From an optimization exercise on the open Yosys and OpenROAD flow, aimed at small area, a short achievable clock period and few clock cycles per item; shortcuts taken in it are not production practice. Function was checked by simulation only, so behaviour that the tests miss may differ from the original. The clock port is modelled as an ideal driver; clocking choices that lean on that would not hold on a real chip. Power is estimated from default activity; no workload was simulated.

== v18 ==
// alpha_compositor
module alpha_compositor
(
	input logic clk,
	input logic reset,
	input logic src_valid,
	output logic src_ready,
	input blend_pkg::pixel_addr_t src_addr,
	input blend_pkg::channel_t src_r,
	input blend_pkg::channel_t src_g,
	input blend_pkg::channel_t src_b,
	input blend_pkg::channel_t src_a,
	input logic src_last,
	output logic wb_cyc,
	output logic wb_stb,
	output logic wb_we,
	output blend_pkg::pixel_addr_t wb_adr,
	output blend_pkg::rgb_t wb_dat_w,
	input blend_pkg::rgb_t wb_dat_r,
	input logic wb_ack,
	output logic frame_done
);
	logic busy;
	logic wlast;        
	logic bv;
	logic [23:0] b_s;
	logic [7:0] b_a;
	logic [23:0] b_d;
	logic [11:0] b_addr;
	logic b_last;
	logic [2:0] k1;     
	logic s1v;
	logic [15:0] s1n0;
	logic [15:0] s1n1;
	logic rdy;          
	logic hz;           
	logic rd_ack;
	logic wr_ack;
	logic free;
	logic wb_free;
	logic pv;
	logic b_done;
	logic issue_r;
	logic issue_w;
	logic load_b;
	logic s1_take;
	logic s1_load;
	logic [7:0] ch_s;
	logic [7:0] ch_d;
	logic [15:0] ch_n0;
	logic [15:0] ch_n1;
	logic [7:0] ch_q;
	assign wb_cyc = busy;
	assign wb_stb = busy;
	assign src_ready = rdy;
	assign rd_ack = busy && !wb_we && wb_ack;
	assign wr_ack = busy && wb_we && wb_ack;
	assign free = !busy || wr_ack;
	assign wb_free = !(busy && wb_we) || wb_ack;
	assign pv = src_valid && !rdy;
	assign b_done = bv && (k1 == 3'd0);
	assign issue_r = free && pv;
	assign issue_w = (rd_ack && bv) || (free && !pv && b_done);
	assign load_b = rd_ack && !hz;
	assign s1_take = s1v && wb_free;
	assign s1_load = (k1 != 3'd0) && (!s1v || s1_take);
	assign ch_s = b_s[23:16];
	assign ch_d = b_d[23:16];
	alpha_blend_sum sum_u (.s(ch_s), .d(ch_d), .a(b_a), .n0(ch_n0), .n1(ch_n1));
  ...
Size: about 570 cells after synthesis, roughly 150 flip-flops, ~110 I/O pins, ~7900 um2 of cells after synthesis.
clock: 8.0 ns
lec_check: 0
cap_margin: 20
core_margin: 2
core_utilization: 40
cts_buf_list: sky130_fd_sc_hd__clkbuf_4 sky130_fd_sc_hd__clkbuf_8
setup_slack_margin: 5
slew_margin: 20
tns_end_percent: 0
standard.sh (not shown) runs the stock make flow with config.mk's settings and CLKGATE_MAP_FILE= SYNTH_SCRIPT=/design/flow/synth_recipe.tcl, a recipe that flattens the netlist after the stock synthesis.
==> flow/flow/run.sh <==
#!/bin/bash
# Standard layout, with the port buffers the standard flow's flow inserts made from
# the smallest plain buffer; repair still resizes any that timing needs.
set -euo pipefail
export BUFFER_PORTS_ARGS="-buffer_cell sky130_fd_sc_hd__buf_1"
bash standard.sh > standard_flow.log 2>&1
The flow did not stop early for v18: all stages ran, and the layout cleared the timing, design-rule and antenna checks.
Testbench counts of v18, summed over its fixed seeds: cycles 34,519, pixels 5,905.
The following lists how v8 was set up differently from v18:
Settings: a change of CORE_UTILIZATION from 40 to 60; an added PLACE_DENSITY of 0.8.
==> flow/flow/run.sh <==
#!/bin/bash
# Standard layout, with two changes to how it is made:
#  - the port buffers the standard flow's flow inserts are made from the smallest plain
#    buffer; repair still resizes any that timing needs;
#  - after CTS, one more setup repair pass on the worst path
#    (flow/post_cts.tcl).
set -euo pipefail
export BUFFER_PORTS_ARGS="-buffer_cell sky130_fd_sc_hd__buf_1"
export POST_CTS_TCL="$PWD/flow/post_cts.tcl"
bash standard.sh > standard_flow.log 2>&1
==> flow/flow/post_cts.tcl (new file) <==
puts "post_cts: worst setup slack before [worst_slack -max]"
repair_timing -setup -setup_margin 5.6 -repair_tns 0 -verbose
detailed_placement
check_placement -verbose
puts "post_cts: worst setup slack after [worst_slack -max]"
Notes after the runs:
- From v18 to v8 the numbers moved as follows: final setup slack of the worst path climbed 0.035 ns, insertion delay to the later sink of the worst-skew pair ~0 delta, register fraction of the total cell area climbed 0.38 points, total iterations of the first detailed-routing run decreased 1, transition time at the pin with the least slew margin went down.
- Taking v18 over v8, the weighted congestion reported at the end of routability-driven placement ratio works out to 0.908.
- As far as number of multi-input combinational cells goes, v18 and v8 are indistinguishable; the numbers are identical.
- Going from v18 to v8, number of cells on the worst hold path level; die outline height fell by 26 um; clock network fraction of design power saw a decrease.
#### Input delta (v1 over v8)
Settings: CORE_UTILIZATION: 60 -> 50; PLACE_DENSITY: 0.8 -> unset.
==> flow/flow/run.sh <==
#!/bin/bash
# Standard layout, with three changes to how it is made:
#  - the port buffers the standard flow's flow inserts are made from the smallest plain
#    buffer; repair still resizes any that timing needs;
#  - CTS adds no dummy loads to balance its leaf buffers;
#  - after CTS, one more setup repair pass on the worst path
#    (flow/post_cts.tcl).
set -euo pipefail
export BUFFER_PORTS_ARGS="-buffer_cell sky130_fd_sc_hd__buf_1"
export POST_CTS_TCL="$PWD/flow/post_cts.tcl"
export CTS_ARGS="-sink_clustering_enable -repair_clock_nets -dont_use_dummy_load -buf_list {sky130_fd_sc_hd__clkbuf_4 sky130_fd_sc_hd__clkbuf_8}"
bash standard.sh > standard_flow.log 2>&1
Findings:
v1 finished every stage and its layout cleared the timing, design-rule and antenna checks. Between v1 and v8, the wire length after detailed routing does not differ in any meaningful way. When the final numbers for v1 and v8 were put side by side, the final worst clock skew turned out to be smaller in v8. Compared with v8, v1 shows effective utilization at floorplan lower by 10 points. Comparing v8 against v1, there is no change at all in post-synthesis xor/xnor area fraction. | fraction of final layout cells sized beyond drive strength 1 | v1 vs v8 | 0.25 points lower |. v1 — via count about 4.3% lower, v8 as reference. Cell area after layout: v1 < v8. For number of tap cells added at floorplan, dividing the value from v1 by the value from v8 gives 1.2. Min fraction of standard cell area in multi-input logic across v1 and v8: v8. v1: part of the total power dissipated in combinational logic 1.9 points above v8.
Modified inputs, v16 compared to v1
Settings: swapping 50 for 40 in CORE_UTILIZATION.
==> flow/flow/run.sh <==
#!/bin/bash
# Standard layout, with two changes to how it is made:
#  - the port buffers the standard flow's flow inserts are made from the smallest plain
#    buffer; repair still resizes any that timing needs;
#  - the full and half adder cells are kept out, so abc maps the adder
#    trees from plain gates.
set -euo pipefail
export BUFFER_PORTS_ARGS="-buffer_cell sky130_fd_sc_hd__buf_1"
export DONT_USE_CELLS="sky130_fd_sc_hd__fa_1 sky130_fd_sc_hd__fa_2 sky130_fd_sc_hd__fa_4 sky130_fd_sc_hd__ha_1 sky130_fd_sc_hd__ha_2 sky130_fd_sc_hd__ha_4"
bash standard.sh > standard_flow.log 2>&1
removed: flow/flow/post_cts.tcl
==> comparison <==
Diff v1 -> v16 | vias per cell | decrease of 0.22. v16 vs. v1: maximum operating frequency went down by 2.0%; actual transition at the worst max-transition pin went down by 0.14 ns. The non-clock buffer share of cell area in v16 sits 0.38 points below the value recorded for v1.
Input changes introduced in v14 (baseline for comparison: v16):
Settings: SETUP_SLACK_MARGIN now 4.75, was 5.
==> flow/flow/run.sh <==
#!/bin/bash
# Standard layout, with the port buffers the standard flow's flow inserts made from
# the smallest plain buffer; repair still resizes any that timing needs.
set -euo pipefail
export BUFFER_PORTS_ARGS="-buffer_cell sky130_fd_sc_hd__buf_1"
bash standard.sh > standard_flow.log 2>&1
Going from v16 to v14, the fraction of area in clock buffers and inverters was found to have gone up by 0.44 points.
Comparing v16 and v14, the lower non-filler instance count after layout is on v14.
The run with more setup slack is v16; v14 has less.
Relative to v16, global-route usage decreased by 0.28 points in v14.
v14: all stages complete, timing, DRC and antenna checks passed

-- port drivers added, routing unchanged --
Ports are ideal in the flow. The routed layouts listed here were re-timed in OpenROAD. Step 1: set_driving_cell puts a clkbuf_16 on clk and a buf_2 on each other input, an assumption about the parent block. Step 2 adds t to the input delays and takes it off the output delays; t is the mean of the earliest and latest rising clock arrival at the registers after step 1. Input paths then give back, and output paths get back, about the clock's delay inside the block. Three values: no drivers, after step 1, after step 2; two values: the first two.
run | t (ns) | setup WS [ns] | slew at the worst register clock pin (ns) | worst data-port slew with drivers (ns) | pins driven straight from the clock port
v18 | 0.482 | 4.886 / 4.886 / 4.547 | 0.09 / 0.09 | 0.07 | 1
v8 | 0.491 | 4.921 / 4.921 / 4.516 | 0.08 / 0.08 | 0.05 | 1
v1 | 0.455 | 4.947 / 4.947 / 4.564 | 0.08 / 0.08 | 0.05 | 1
v16 | 0.482 | 4.886 / 4.886 / 4.547 | 0.09 / 0.09 | 0.07 | 1
v14 | 0.477 | 4.709 / 4.709 / 4.433 | 0.09 / 0.09 | 0.05 | 1
After both steps setup and hold are still met in every run listed. The setup slack of v8, which loses most, moves by 0.000 ns with the drivers and by -0.405 ns with both steps.
